From an optimization exercise on the open Yosys and OpenROAD flow, aimed at small area; shortcuts taken in it are not production practice.
Only simulation tests tie the RTL to the original design; equivalence was not proved.
Power and IR drop assume default switching activity.

## run A
// receiver_credit_rate_controller
module receiver_credit_rate_controller
(
    input  logic        aclk,
    input  logic        aresetn,
    input  logic        s_valid,
    output logic        s_ready,
    input  logic [81:0] s_data,
    output logic        m_valid,
    input  logic        m_ready,
    output logic [84:0] m_data,
    input  logic        cfg_valid,
    output logic        cfg_ready,
    input  logic [1:0]  cfg_index,
    input  logic [31:0] cfg_data
);
    localparam logic [4:0] S_INIT  = 5'd0,
                           S_IDLE  = 5'd1,
                           S_CFG   = 5'd2,
                           S_P1    = 5'd3,
                           S_P2    = 5'd4,
                           S_LOSS0 = 5'd5,
                           S_LDIV  = 5'd6,
                           S_BR    = 5'd7,
                           S_MUL   = 5'd8,
                           S_MOD5  = 5'd9,
                           S_D10   = 5'd10,
                           S_SUM   = 5'd11,
                           S_CLAMP = 5'd12,
                           S_RES   = 5'd13,
  ...
For scale: about 1500 cells after synthesis, ~0.015 mm² of cells after synthesis.
Settings: LEC_CHECK=0, ABC_AREA=1, CAP_MARGIN=20, CORE_MARGIN=2, CORE_UTILIZATION=60, SLEW_MARGIN=20; clock period 10.0 ns.
standard.sh (not shown) runs the stock make flow with config.mk's settings and CLKGATE_MAP_FILE= SYNTH_SCRIPT=/design/flow/synth_recipe.tcl, a recipe that flattens the netlist after the stock synthesis.
==> flow/flow/run.sh <==
#!/bin/bash
# Standard layout, with the port buffers made from sky130_fd_sc_hd__buf_1
# instead of the buffer cell buffer_ports picks by default.
cd "$(dirname "$0")/.."
export BUFFER_PORTS_ARGS="-buffer_cell sky130_fd_sc_hd__buf_1"
export CTS_ARGS="-sink_clustering_enable -repair_clock_nets -dont_use_dummy_load -buf_list \"sky130_fd_sc_hd__clkbuf_2 sky130_fd_sc_hd__clkbuf_4\""
bash standard.sh > standard.log 2>&1
status=$?
cp standard.sh flow_standard_copy.sh.txt 2>/dev/null
exit $status
Relative to run A, the following input files were edited for run B:
==> flow/run.sh (new file) <==
#!/bin/bash
# synth_recipe.tcl (not shown) runs the flow's synth.tcl, then flattens the netlist and writes it again
# the make line also repeats each setting of config.mk as NAME=value (left out here)
make -C /OpenROAD-flow-scripts/flow DESIGN_CONFIG=/design/flow/config.mk WORK_HOME=/design/flow/orfs CLKGATE_MAP_FILE= SYNTH_SCRIPT=/design/flow/synth_recipe.tcl finish
removed: flow/flow/run.sh
removed: flow/standard.sh
==> run notes <==
Going from run A to run B, die boundary width closely matched the old numbers, post-layout minimum cycle time rose by 0.15 ns, number of antenna cells inserted shrank by 1.
Run B ended with more wire length than run A.
The inputs of run C differ from those of run B as listed below.
# run B
export LEC_CHECK = 0
export ABC_AREA = 1
export CAP_MARGIN = 20
export CORE_MARGIN = 2
export CORE_UTILIZATION = 60
export SLEW_MARGIN = 20
create_clock -name core_clock -period 10.0 [get_ports {aclk}]
# run C
export LEC_CHECK = 0
export ABC_AREA = 1
export CAP_MARGIN = 20
export CORE_MARGIN = 2
export CORE_UTILIZATION = 80
export CTS_BUF_LIST = sky130_fd_sc_hd__clkbuf_4
export SLEW_MARGIN = 20
create_clock -name core_clock -period 10.0 [get_ports {aclk}]
## What came out
Run status, run C: aborted in clock tree synthesis, error DPL-0033. Run C vs. run B: placement-stage worst setup slack fell by 0.10 ns, total instance count after detailed placement fell by 99, maximum level of the CTS H-tree rose by 1.
--- input diff run C..run D ---
# run C
export LEC_CHECK = 0
export ABC_AREA = 1
export CAP_MARGIN = 20
export CORE_MARGIN = 2
export CORE_UTILIZATION = 80
export CTS_BUF_LIST = sky130_fd_sc_hd__clkbuf_4
export SLEW_MARGIN = 20
create_clock -name core_clock -period 10.0 [get_ports {aclk}]
# run D
export LEC_CHECK = 0
export ABC_AREA = 1
export CAP_MARGIN = 20
export CORE_MARGIN = 2
export CORE_UTILIZATION = 60
export SLEW_MARGIN = 20
create_clock -name core_clock -period 10.0 [get_ports {aclk}]
==> flow/flow/run.sh (new file) <==
#!/bin/bash
# Standard layout, with the port buffers made from sky130_fd_sc_hd__buf_1
# instead of the buffer cell buffer_ports picks by default.
cd "$(dirname "$0")/.."
export BUFFER_PORTS_ARGS="-buffer_cell sky130_fd_sc_hd__buf_1"
export CTS_ARGS="-sink_clustering_enable -repair_clock_nets -dont_use_dummy_load -buf_list sky130_fd_sc_hd__clkbuf_8"
bash standard.sh > standard.log 2>&1
status=$?
cp standard.sh flow_standard_copy.sh.txt 2>/dev/null
exit $status
==> flow/standard.sh (new file) <==
#!/bin/bash
# synth_recipe.tcl (not shown) runs the flow's synth.tcl, then flattens the netlist and writes it again
# the make line also repeats each setting of config.mk as NAME=value (left out here)
make -C /OpenROAD-flow-scripts/flow DESIGN_CONFIG=/design/flow/config.mk WORK_HOME=/design/flow/orfs CLKGATE_MAP_FILE= SYNTH_SCRIPT=/design/flow/synth_recipe.tcl "${@:-finish}"
removed: flow/run.sh
Findings:
Run D completed every stage of the flow, and the final layout passed the timing, DRC and antenna checks.
Number of CTS-inserted buffers (run D / run C): 0.67
Final weighted congestion in routability-driven placement for run D is lower than for run C.
The initial core utilization number comes out lower for run D vs run C.
Run C has higher detailed placement HPWL than run D.
From run C to run D the numbers moved as follows: fraction of the mapped netlist area in compound gates saw little to no change, instance count of the mapped netlist ~0 delta, cell area reported after detailed placement decreased 0.0012 mm², worst-case setup slack after placement saw an increase.
Changes in run E relative to run D:
diff --git a/flow/flow/run.sh b/flow/flow/run.sh
--- a/flow/flow/run.sh
+++ b/flow/flow/run.sh
@@ -6 +6 @@
-export CTS_ARGS="-sink_clustering_enable -repair_clock_nets -dont_use_dummy_load -buf_list sky130_fd_sc_hd__clkbuf_8"
+export CTS_ARGS="-sink_clustering_enable -repair_clock_nets -dont_use_dummy_load -buf_list sky130_fd_sc_hd__clkbuf_2"
Findings:
Run E: done, clean on timing, DRC and antenna
Looking at run D and run E, the unique cell type count in the Yosys netlist is a wash.
Going from run D to run E, sequential share of layout area now larger; total power went down; total routed wire length on the met1 layer lost 140 µm; routed wire length stayed essentially flat.
Edits applied to the flow inputs when going from run E to run F:
diff --git a/flow/flow/run.sh b/flow/flow/run.sh
--- a/flow/flow/run.sh
+++ b/flow/flow/run.sh
@@ -6 +6 @@
-export CTS_ARGS="-sink_clustering_enable -repair_clock_nets -dont_use_dummy_load -buf_list sky130_fd_sc_hd__clkbuf_2"
+export CTS_ARGS="-sink_clustering_enable -repair_clock_nets -dont_use_dummy_load -buf_list sky130_fd_sc_hd__clkbuf_4"
## What came out
In summary, run E completed successfully, with a layout that passed the timing, DRC and antenna checks. Run F ran to completion and came out clean on the timing, DRC and antenna checks. Run F vs run E, layout-stage area growth over the synthesis result went up by 1.7 points. Delta (run F minus run E): count of flip-flops with a built-in enable after synthesis flat, placer's final routability congestion estimate flat.

## what the ideal ports hide
No port has a modelled driver above. Below, the same layouts with a new extraction and two added sets of constraints.
Step 1 (the two cells are an assumption about what drives the block):
set clk [get_ports {aclk}]
set_driving_cell -lib_cell sky130_fd_sc_hd__clkbuf_16 $clk
set_driving_cell -lib_cell sky130_fd_sc_hd__buf_2 [delete_from_list [all_inputs] $clk]
Step 2, shift: input delay + t, output delay - t, t = (earliest + latest rising clock arrival at the registers) / 2. This alone moves slack from input paths to output paths.
a / b / c = ideal ports / drivers / drivers and shift; a / b = the first two.
| run | shift t [ns] | setup slack, ns | cell pins on the clock port's net |
|---|---|---|---|
| run A | 0.735 | 4.879 / 4.843 / 4.879 | 1 |
| run B | 0.591 | 4.731 / 4.731 / 4.731 | 1 |
| run D | 0.603 | 4.926 / 4.926 / 4.926 | 1 |
| run E | 0.911 | 4.723 / 4.680 / 4.976 | 1 |
| run F | 0.735 | 4.879 / 4.843 / 4.879 | 1 |
After both steps setup and hold are still met in every run listed.
